What follows belongs to an exercise in optimizing a design on an open flow for small area, a short achievable clock period and few clock cycles per item; a production flow would make more cautious choices. Only simulation tests tie the RTL to the original design; equivalence was not proved.

## run A
Design board_eval, start of the top module:
module board_eval
#(
   parameter int EVAL_WIDTH = 16                       
)
(
   input  logic                         clk,
   input  logic                         reset,
   input  logic [255:0]                 board_in,
   input  logic                         board_valid,
   input  logic                         attack_done,
   input  logic                         clear_eval,
   output logic signed [EVAL_WIDTH-1:0] eval,
   output logic                         eval_valid
);
   logic                              load;
   logic [score_pkg::CNT_BITS-1:0]    cnt;
   logic [score_pkg::OFF_BITS-1:0]    officers;
   eval_control u_eval_control
   (
      .clk         (clk),
      .reset       (reset),
      .board_valid (board_valid),
      .attack_done (attack_done),
      .clear_eval  (clear_eval),
      .load        (load),
      .eval_valid  (eval_valid)
   );
   material_eval u_material_eval
   (
      .clk   (clk),
  ...
For scale: roughly 280 I/O pins.
==> flow/config.mk <==
export PLATFORM = sky130hd
export DESIGN_NAME = board_eval
export DESIGN_NICKNAME = board_eval
export VERILOG_FILES = /design/flow/design.v
export SDC_FILE = /design/flow/constraint.sdc
export NUM_CORES = 4
export LEC_CHECK = 0
export CAP_MARGIN = 20
export CORE_MARGIN = 2
export CORE_UTILIZATION = 40
export SETUP_SLACK_MARGIN = 0.8
export SLEW_MARGIN = 20
==> flow/constraint.sdc <==
create_clock -name core_clock -period 7.0 [get_ports {clk}]
set_input_delay 1.4000 -clock core_clock [delete_from_list [all_inputs] [get_ports {clk}]]
set_output_delay 1.4000 -clock core_clock [all_outputs]
set_load 0.01 [all_outputs]
standard.sh (not shown) runs the stock make flow with config.mk's settings and CLKGATE_MAP_FILE= SYNTH_SCRIPT=/design/flow/synth_recipe.tcl, a recipe that flattens the netlist after the stock synthesis.
==> flow/flow/run.sh <==
#!/bin/bash
# The standard layout with two changes:
#  - after the standard synthesis, fapol.py removes inverters around the full adders
#    by using some adders with all pins inverted (a full adder is self-dual); the
#    registers are not touched;
#  - the input and output ports are buffered with buf_1 cells.
set -euo pipefail
R=orfs/results/sky130hd/board_eval/base
bash standard.sh synth > synth_flow.log 2>&1
cp $R/1_2_yosys.v synth_standard.v
python3 flow/fapol.py synth_standard.v $R/1_2_yosys.v > fapol.log 2>&1
touch $R/1_2_yosys.v
bash standard.sh finish BUFFER_PORTS_ARGS="-buffer_cell sky130_fd_sc_hd__buf_1" > finish_flow.log 2>&1
==> flow/flow/fapol.py <==
#!/usr/bin/env python3
"""Removes inverters around full-adder cells in a Yosys gate netlist.

A full adder is self-dual: FA(~a, ~b, ~c) = (~sum, ~cout). Synthesis extracts full
adders with arbitrary input and output polarities and fills the gaps with inverters.
This script picks, for every full adder, whether to use it as is or with all of its
pins inverted, so as to need as few inverters as possible, then rewires the netlist:
every inverter is removed and one inverter per net is put back where some load
needs the inverted value. Registers and all other cells are left as they are.

usage: fapol.py in.v out.v
"""
import math
import random
import re
import sys
from collections import defaultdict

OUT_PINS = {'X', 'Y', 'Q', 'Q_N', 'SUM', 'COUT', 'HI', 'LO'}

src = open(sys.argv[1]).read()
m = re.search(r'^module\s.*?;\n', src, re.S | re.M)
head_end = m.end()
body = src[head_end:]
inst_re = re.compile(r'^\s*(sky130_fd_sc_hd__\w+)\s+(\S+)\s*\((.*?)\);\n', re.S | re.M)
pin_re = re.compile(r'\.(\w+)\(([^()]*)\)')

decls = []       # text lines that are not instances (ports, wires)
insts = []       # [type, name, [(pin, net)]]
pos = 0
for mm in inst_re.finditer(body):
    decls.append(body[pos:mm.start()])
    insts.append([mm.group(1), mm.group(2), [(p, n.strip()) for p, n in pin_re.findall(mm.group(3))]])
    pos = mm.end()
tail = body[pos:]
assert 'assign' not in ''.join(decls) + tail, 'assign statements not handled'

outputs = set()
for line in src[:head_end].split('\n') + ''.join(decls).split('\n'):
    mo = re.match(r'\s*output\s+(\[(\d+):(\d+)\]\s+)?(\S+);', line)
    if mo:
        if mo.group(1):
            hi, lo = int(mo.group(2)), int(mo.group(3))
            for i in range(min(hi, lo), max(hi, lo) + 1):
                outputs.add('%s[%d]' % (mo.group(4), i))
        else:
            outputs.add(mo.group(4))


def is_inv(t):
    return re.match(r'sky130_fd_sc_hd__inv_\d+$', t) is not None


def is_fa(t):
    return re.match(r'sky130_fd_sc_hd__fa_\d+$', t) is not None


driver = {}
for idx, (t, name, pins) in enumerate(insts):
    for p, n in pins:
        if p in OUT_PINS:
            driver[n] = idx

# Inverters that may be removed: not driving an output port
removable = set()
for idx, (t, name, pins) in enumerate(insts):
    if is_inv(t):
        y = dict(pins)['Y']
        if y not in outputs:
            removable.add(idx)


def resolve(n):
    """(base net, parity) through removable inverters."""
    par = 0
    seen = 0
    while n in driver and driver[n] in removable:
        n = dict(insts[driver[n]][2])['A']
        par ^= 1
        seen += 1
        assert seen < 100
    return n, par


# Loads: (instance index, pin, base, parity)
loads = []
for idx, (t, name, pins) in enumerate(insts):
    if idx in removable:
        continue
    for p, n in pins:
        if p in OUT_PINS:
            continue
        b, par = resolve(n)
        loads.append((idx, p, b, par))

fa_ids = [i for i, x in enumerate(insts) if is_fa(x[0])]
flip = defaultdict(int)
loads_of_base = defaultdict(list)
for li, (idx, p, b, par) in enumerate(loads):
    loads_of_base[b].append(li)


def drv_flip(b):
    d = driver.get(b)
    return flip[d] if d is not None and is_fa(insts[d][0]) else 0


def need_inv(li):
    idx, p, b, par = loads[li]
    lf = flip[idx] if is_fa(insts[idx][0]) else 0
    return par ^ lf ^ drv_flip(b)


def base_cost(b):
    return 1 if any(need_inv(li) for li in loads_of_base[b]) else 0


def fa_bases(i):
    out = set()
    for p, n in insts[i][2]:
        if p in OUT_PINS:
            out.add(n)
        else:
            out.add(resolve(n)[0])
    return out


bases_of_fa = {i: fa_bases(i) for i in fa_ids}
all_bases = set(loads_of_base)
before = sum(base_cost(b) for b in all_bases)
def local_cost(i):
    return sum(base_cost(b) for b in bases_of_fa[i])


# Greedy single flips, then simulated annealing with a fixed seed
def greedy():
    for sweep in range(50):
        changed = 0
        for i in fa_ids:
            c0 = local_cost(i)
            flip[i] ^= 1
            if local_cost(i) < c0:
                changed += 1
            else:
                flip[i] ^= 1
        if not changed:
            break


greedy()
rng = random.Random(1)
cur = sum(base_cost(b) for b in all_bases)
best = cur
best_flip = dict(flip)
steps = 300000
for step in range(steps):
    temp = 1.5 * (1 - step / steps) + 0.05
    i = rng.choice(fa_ids)
    c0 = local_cost(i)
    flip[i] ^= 1
    d = local_cost(i) - c0
    if d <= 0 or rng.random() < math.exp(-d / temp):
        cur += d
        if cur < best:
            best = cur
            best_flip = dict(flip)
    else:
        flip[i] ^= 1
flip.clear()
flip.update(best_flip)
greedy()
after = sum(base_cost(b) for b in all_bases)
n_removable = len(removable)

# Rewire
inv_net = {}
new_insts = []
k = 0
for b in sorted(all_bases):
    if base_cost(b):
        w = '_fapol_n%d_' % k
        inv_net[b] = w
        new_insts.append(['sky130_fd_sc_hd__inv_1', '_fapol_i%d_' % k, [('A', b), ('Y', w)]])
        k += 1
pin_net = {}
for li, (idx, p, b, par) in enumerate(loads):
    pin_net[(idx, p)] = inv_net[b] if need_inv(li) else b

dead = set(dict(insts[i][2])['Y'] for i in removable)


def drop_dead(text):
    keep = []
    for line in text.split('\n'):
        mo = re.match(r'\s*wire\s+(\S+)\s*;\s*$', line)
        if mo and mo.group(1) in dead:
            continue
        keep.append(line)
    return '\n'.join(keep)


decls = [drop_dead(x) for x in decls]
out = [src[:head_end]]
out.append(''.join(decls[:1]))
for b, w in sorted(inv_net.items(), key=lambda x: x[1]):
    out.append('  wire %s;\n' % w)
out.append(''.join(decls[1:]))


def emit(t, name, pins):
    s = '  %s %s (\n' % (t, name)
    s += ',\n'.join('    .%s(%s%s)' % (p, n, ' ' if n.startswith('\\') else '') for p, n in pins)
    return s + '\n  );\n'


for idx, (t, name, pins) in enumerate(insts):
    if idx in removable:
        continue
    pins = [(p, n if p in OUT_PINS else pin_net[(idx, p)]) for p, n in pins]
    out.append(emit(t, name, pins))
for t, name, pins in new_insts:
    out.append(emit(t, name, pins))
out.append(tail)
open(sys.argv[2], 'w').write(''.join(out))
print('fapol: %d full adders, %d flipped; inverters %d -> %d'
      % (len(fa_ids), sum(flip[i] for i in fa_ids), n_removable, after))
if len(sys.argv) > 3:
    from collections import Counter
    c = Counter()
    for b in inv_net:
        allinv = all(need_inv(li) for li in loads_of_base[b])
        d = driver.get(b)
        dt = insts[d][0].replace('sky130_fd_sc_hd__', '') if d is not None else 'port'
        c[(allinv, dt)] += 1
    for k, v in c.most_common(30):
        print(v, k)
The flow did not stop early for run A: all stages ran, and the layout cleared the timing, design-rule and antenna checks.
Testbench counts of run A, summed over its fixed seeds: cycles 2,048, boards 512.
### run A -> run B
# run A
export LEC_CHECK = 0
export CAP_MARGIN = 20
export CORE_MARGIN = 2
export CORE_UTILIZATION = 40
export SETUP_SLACK_MARGIN = 0.8
export SLEW_MARGIN = 20
create_clock -name core_clock -period 7.0 [get_ports {clk}]
# run B
export LEC_CHECK = 0
export CAP_MARGIN = 20
export CORE_MARGIN = 2
export CORE_UTILIZATION = 40
export SETUP_SLACK_MARGIN = 1.15
export SLEW_MARGIN = 20
create_clock -name core_clock -period 7.0 [get_ports {clk}]
- Delta (run B minus run A): area of combinational cells with multiple inputs now larger, core utilization now larger, worst setup slack now larger, setup-violating endpoint count in the final report comparable.
- | number of fill cells | run B vs run A | 1.5% lower |
- For run A and run B, there was not a single run that failed to finish clean.
The following lists how run C was set up differently from run B:
# run B
export LEC_CHECK = 0
export CAP_MARGIN = 20
export CORE_MARGIN = 2
export CORE_UTILIZATION = 40
export SETUP_SLACK_MARGIN = 1.15
export SLEW_MARGIN = 20
create_clock -name core_clock -period 7.0 [get_ports {clk}]
# run C
export LEC_CHECK = 0
export ABC_AREA = 1
export CAP_MARGIN = 20
export CORE_MARGIN = 2
export CORE_UTILIZATION = 40
export SETUP_SLACK_MARGIN = 1.0
export SLEW_MARGIN = 20
create_clock -name core_clock -period 7.0 [get_ports {clk}]
## What came out
Of the two values seen for most frequent standard cell in the layout excluding fill and tap cells, sky130_fd_sc_hd__inv_1 was produced by run C and sky130_fd_sc_hd__fa_1 by run B. Run C ended up with in2reg as its start-to-end type of the worst setup path; run B ended up with reg2reg. Compared to run B, run C was floorplanned on a bigger die. Looking at logic depth of the worst register-to-register path, run C sits 4 higher than run B does. Per the comparison of run C with run B, smallest setup slack after layout +170 ps; met1 usage in global routing went up by 3.0 points; well-tap cell count increased by 71 relative to the old numbers.
Here is what was changed in the inputs of run D compared with run C.
# run C
export LEC_CHECK = 0
export ABC_AREA = 1
export CAP_MARGIN = 20
export CORE_MARGIN = 2
export CORE_UTILIZATION = 40
export SETUP_SLACK_MARGIN = 1.0
export SLEW_MARGIN = 20
create_clock -name core_clock -period 7.0 [get_ports {clk}]
# run D
export LEC_CHECK = 0
export CAP_MARGIN = 20
export CORE_MARGIN = 2
export CORE_UTILIZATION = 40
export SETUP_SLACK_MARGIN = 1.0
export SLEW_MARGIN = 20
create_clock -name core_clock -period 7.0 [get_ports {clk}]
diff --git a/flow/flow/fapol.py b/flow/flow/fapol.py
--- a/flow/flow/fapol.py
+++ b/flow/flow/fapol.py
@@ -8,3 +8,5 @@
 every inverter is removed and one inverter per net is put back where some load
-needs the inverted value. Registers and all other cells are left as they are.
+needs the inverted value. An inverted input of a two-input XOR needs no inverter:
+the XOR becomes an XNOR (and back). Registers and all other cells are left as
+they are.
 
@@ -57,2 +59,12 @@
 
+def is_xor(t):
+    return re.match(r'sky130_fd_sc_hd__x(n)?or2_\d+$', t) is not None
+
+
+XOR_SWAP = {}
+for _d in (1, 2, 4):
+    XOR_SWAP['sky130_fd_sc_hd__xor2_%d' % _d] = 'sky130_fd_sc_hd__xnor2_%d' % _d
+    XOR_SWAP['sky130_fd_sc_hd__xnor2_%d' % _d] = 'sky130_fd_sc_hd__xor2_%d' % _d
+
+
 driver = {}
@@ -107,3 +119,3 @@
 
-def need_inv(li):
+def raw_inv(li):
     idx, p, b, par = loads[li]
@@ -111,2 +123,9 @@
     return par ^ lf ^ drv_flip(b)
+
+
+def need_inv(li):
+    # An inverted input of a two-input XOR is absorbed by swapping XOR and XNOR
+    if is_xor(insts[loads[li][0]][0]):
+        return 0
+    return raw_inv(li)
 
@@ -215,2 +234,7 @@
 
+toggles = defaultdict(int)
+for li, (idx, p, b, par) in enumerate(loads):
+    if is_xor(insts[idx][0]):
+        toggles[idx] ^= raw_inv(li)
+n_swapped = 0
 for idx, (t, name, pins) in enumerate(insts):
@@ -219,2 +243,7 @@
     pins = [(p, n if p in OUT_PINS else pin_net[(idx, p)]) for p, n in pins]
+    if toggles[idx]:
+        to = 'Y' if 'xnor2' in XOR_SWAP[t] else 'X'
+        t = XOR_SWAP[t]
+        pins = [(to if p in ('X', 'Y') else p, n) for p, n in pins]
+        n_swapped += 1
     out.append(emit(t, name, pins))
@@ -224,4 +253,4 @@
 open(sys.argv[2], 'w').write(''.join(out))
-print('fapol: %d full adders, %d flipped; inverters %d -> %d'
-      % (len(fa_ids), sum(flip[i] for i in fa_ids), n_removable, after))
+print('fapol: %d full adders, %d flipped; inverters %d -> %d; %d XOR/XNOR swapped'
+      % (len(fa_ids), sum(flip[i] for i in fa_ids), n_removable, after, n_swapped))
 if len(sys.argv) > 3:
Results
Summary of the comparison: area enclosed by the die boundary is lower in run D, relative to run C.
For the global routing usage on met2, run D came in 0.90 points lower than run C did.
Flip-flop and latch count came out exactly the same in run C and run D.
Run D reports its most common cell after layout, fill and taps aside as sky130_fd_sc_hd__fa_1 while run C reports sky130_fd_sc_hd__inv_1.
The clock-buffer cell count of run D exceeds that of run C by 3.
Looking at normalized max-slew margin across run C and run D, the one that comes out higher is run D.
Lower detailed-router iteration count before antenna repair was reported by run C, not run D.
Run D vs run C: clock period minus final worst setup slack up in run D
diff inputs: run D => run E
diff --git a/flow/flow/fapol.py b/flow/flow/fapol.py
--- a/flow/flow/fapol.py
+++ b/flow/flow/fapol.py
@@ -8,5 +8,3 @@
 every inverter is removed and one inverter per net is put back where some load
-needs the inverted value. An inverted input of a two-input XOR needs no inverter:
-the XOR becomes an XNOR (and back). Registers and all other cells are left as
-they are.
+needs the inverted value. Registers and all other cells are left as they are.
 
@@ -59,12 +57,2 @@
 
-def is_xor(t):
-    return re.match(r'sky130_fd_sc_hd__x(n)?or2_\d+$', t) is not None
-
-
-XOR_SWAP = {}
-for _d in (1, 2, 4):
-    XOR_SWAP['sky130_fd_sc_hd__xor2_%d' % _d] = 'sky130_fd_sc_hd__xnor2_%d' % _d
-    XOR_SWAP['sky130_fd_sc_hd__xnor2_%d' % _d] = 'sky130_fd_sc_hd__xor2_%d' % _d
-
-
 driver = {}
@@ -119,3 +107,3 @@
 
-def raw_inv(li):
+def need_inv(li):
     idx, p, b, par = loads[li]
@@ -123,9 +111,2 @@
     return par ^ lf ^ drv_flip(b)
-
-
-def need_inv(li):
-    # An inverted input of a two-input XOR is absorbed by swapping XOR and XNOR
-    if is_xor(insts[loads[li][0]][0]):
-        return 0
-    return raw_inv(li)
 
@@ -234,7 +215,2 @@
 
-toggles = defaultdict(int)
-for li, (idx, p, b, par) in enumerate(loads):
-    if is_xor(insts[idx][0]):
-        toggles[idx] ^= raw_inv(li)
-n_swapped = 0
 for idx, (t, name, pins) in enumerate(insts):
@@ -243,7 +219,2 @@
     pins = [(p, n if p in OUT_PINS else pin_net[(idx, p)]) for p, n in pins]
-    if toggles[idx]:
-        to = 'Y' if 'xnor2' in XOR_SWAP[t] else 'X'
-        t = XOR_SWAP[t]
-        pins = [(to if p in ('X', 'Y') else p, n) for p, n in pins]
-        n_swapped += 1
     out.append(emit(t, name, pins))
@@ -253,4 +224,4 @@
 open(sys.argv[2], 'w').write(''.join(out))
-print('fapol: %d full adders, %d flipped; inverters %d -> %d; %d XOR/XNOR swapped'
-      % (len(fa_ids), sum(flip[i] for i in fa_ids), n_removable, after, n_swapped))
+print('fapol: %d full adders, %d flipped; inverters %d -> %d'
+      % (len(fa_ids), sum(flip[i] for i in fa_ids), n_removable, after))
 if len(sys.argv) > 3:
### Flow results
- The launch point of the worst path comes out u_taper_blend.dig[6] in one run and u_taper_blend.dig[14] in the other, namely in run D and run E respectively.
- Run E ended up with a higher worst setup slack after layout than run D did.
- Compared with run D, in run E final clock period utilization by the worst path down 0.30 points, met3 track demand over resource rose by 0.46 points, placeable core region level.
Edits applied to the flow inputs when going from run E to run F:
# run E
export LEC_CHECK = 0
export CAP_MARGIN = 20
export CORE_MARGIN = 2
export CORE_UTILIZATION = 40
export SETUP_SLACK_MARGIN = 1.0
export SLEW_MARGIN = 20
create_clock -name core_clock -period 7.0 [get_ports {clk}]
# run F
export LEC_CHECK = 0
export CAP_MARGIN = 20
export CORE_MARGIN = 2
export CORE_UTILIZATION = 40
export SETUP_SLACK_MARGIN = 1.3
export SLEW_MARGIN = 20
create_clock -name core_clock -period 7.0 [get_ports {clk}]
diff --git a/flow/flow/run.sh b/flow/flow/run.sh
--- a/flow/flow/run.sh
+++ b/flow/flow/run.sh
@@ -5,3 +5,3 @@
 #    registers are not touched;
-#  - the input and output ports are buffered with buf_1 cells.
+#  - the input and output ports are buffered with buf_2 cells.
 set -euo pipefail
@@ -12,2 +12,2 @@
 touch $R/1_2_yosys.v
-bash standard.sh finish BUFFER_PORTS_ARGS="-buffer_cell sky130_fd_sc_hd__buf_1" > finish_flow.log 2>&1
+bash standard.sh finish BUFFER_PORTS_ARGS="-buffer_cell sky130_fd_sc_hd__buf_2" > finish_flow.log 2>&1
Notes after the runs:
- Changes observed in run F relative to run E: post-route clock period utilization grew by 0.48 points, global-route wire length before repair went up, utilization after layout +1.5 points.
- Global placement routability congestion in run F is about 0.45% below run E.
- [compare] base=run E new=run F: layout-stage area growth over the synthesis result went up; setup slack fell by 34 ps; via count +about 0.7%.

## static timing again, ports no longer ideal
In the flow no input, the clock included, has a driving cell. The finished layouts below were timed again as built, in two steps.
Step 1 sets driving cells, clkbuf_16 on the clock port and buf_2 on the other inputs (assumed; they add their load-dependent delay and slew).
Step 2 times the ports against the registers' clock, not the clock port: input delays grow and output delays shrink by t, the midpoint of the rising clock arrivals with the driver on.
a / b / c = ideal / step 1 / step 2; a / b = the first two.
| run | t, ns | setup WS [ns] | worst hold slack (ns) | latest minus earliest clock arrival (ns) | worst slew at a driven data input, ns |
|---|---|---|---|---|---|
| run A | 0.502 | 1.027 / 1.027 / 0.876 | 0.434 / 0.434 / 0.434 | 0.015 / 0.015 | 0.14 |
| run B | 0.504 | 1.105 / 1.105 / 0.924 | 0.449 / 0.449 / 0.449 | 0.011 / 0.011 | 0.11 |
| run C | 0.516 | 1.278 / 1.300 / 0.794 | 0.410 / 0.410 / 0.410 | 0.029 / 0.029 | 0.13 |
| run D | 0.489 | 1.154 / 1.154 / 0.875 | 0.439 / 0.439 / 0.439 | 0.013 / 0.013 | 0.14 |
| run E | 0.498 | 1.175 / 1.175 / 0.885 | 0.443 / 0.443 / 0.443 | 0.018 / 0.018 | 0.11 |
| run F | 0.502 | 1.142 / 1.142 / 0.970 | 0.461 / 0.461 / 0.461 | 0.020 / 0.020 | 0.13 |
After both steps every run listed still meets setup and hold. For run C, which loses most, drivers alone change the setup slack by +0.022 ns; drivers and shift together by -0.484 ns.
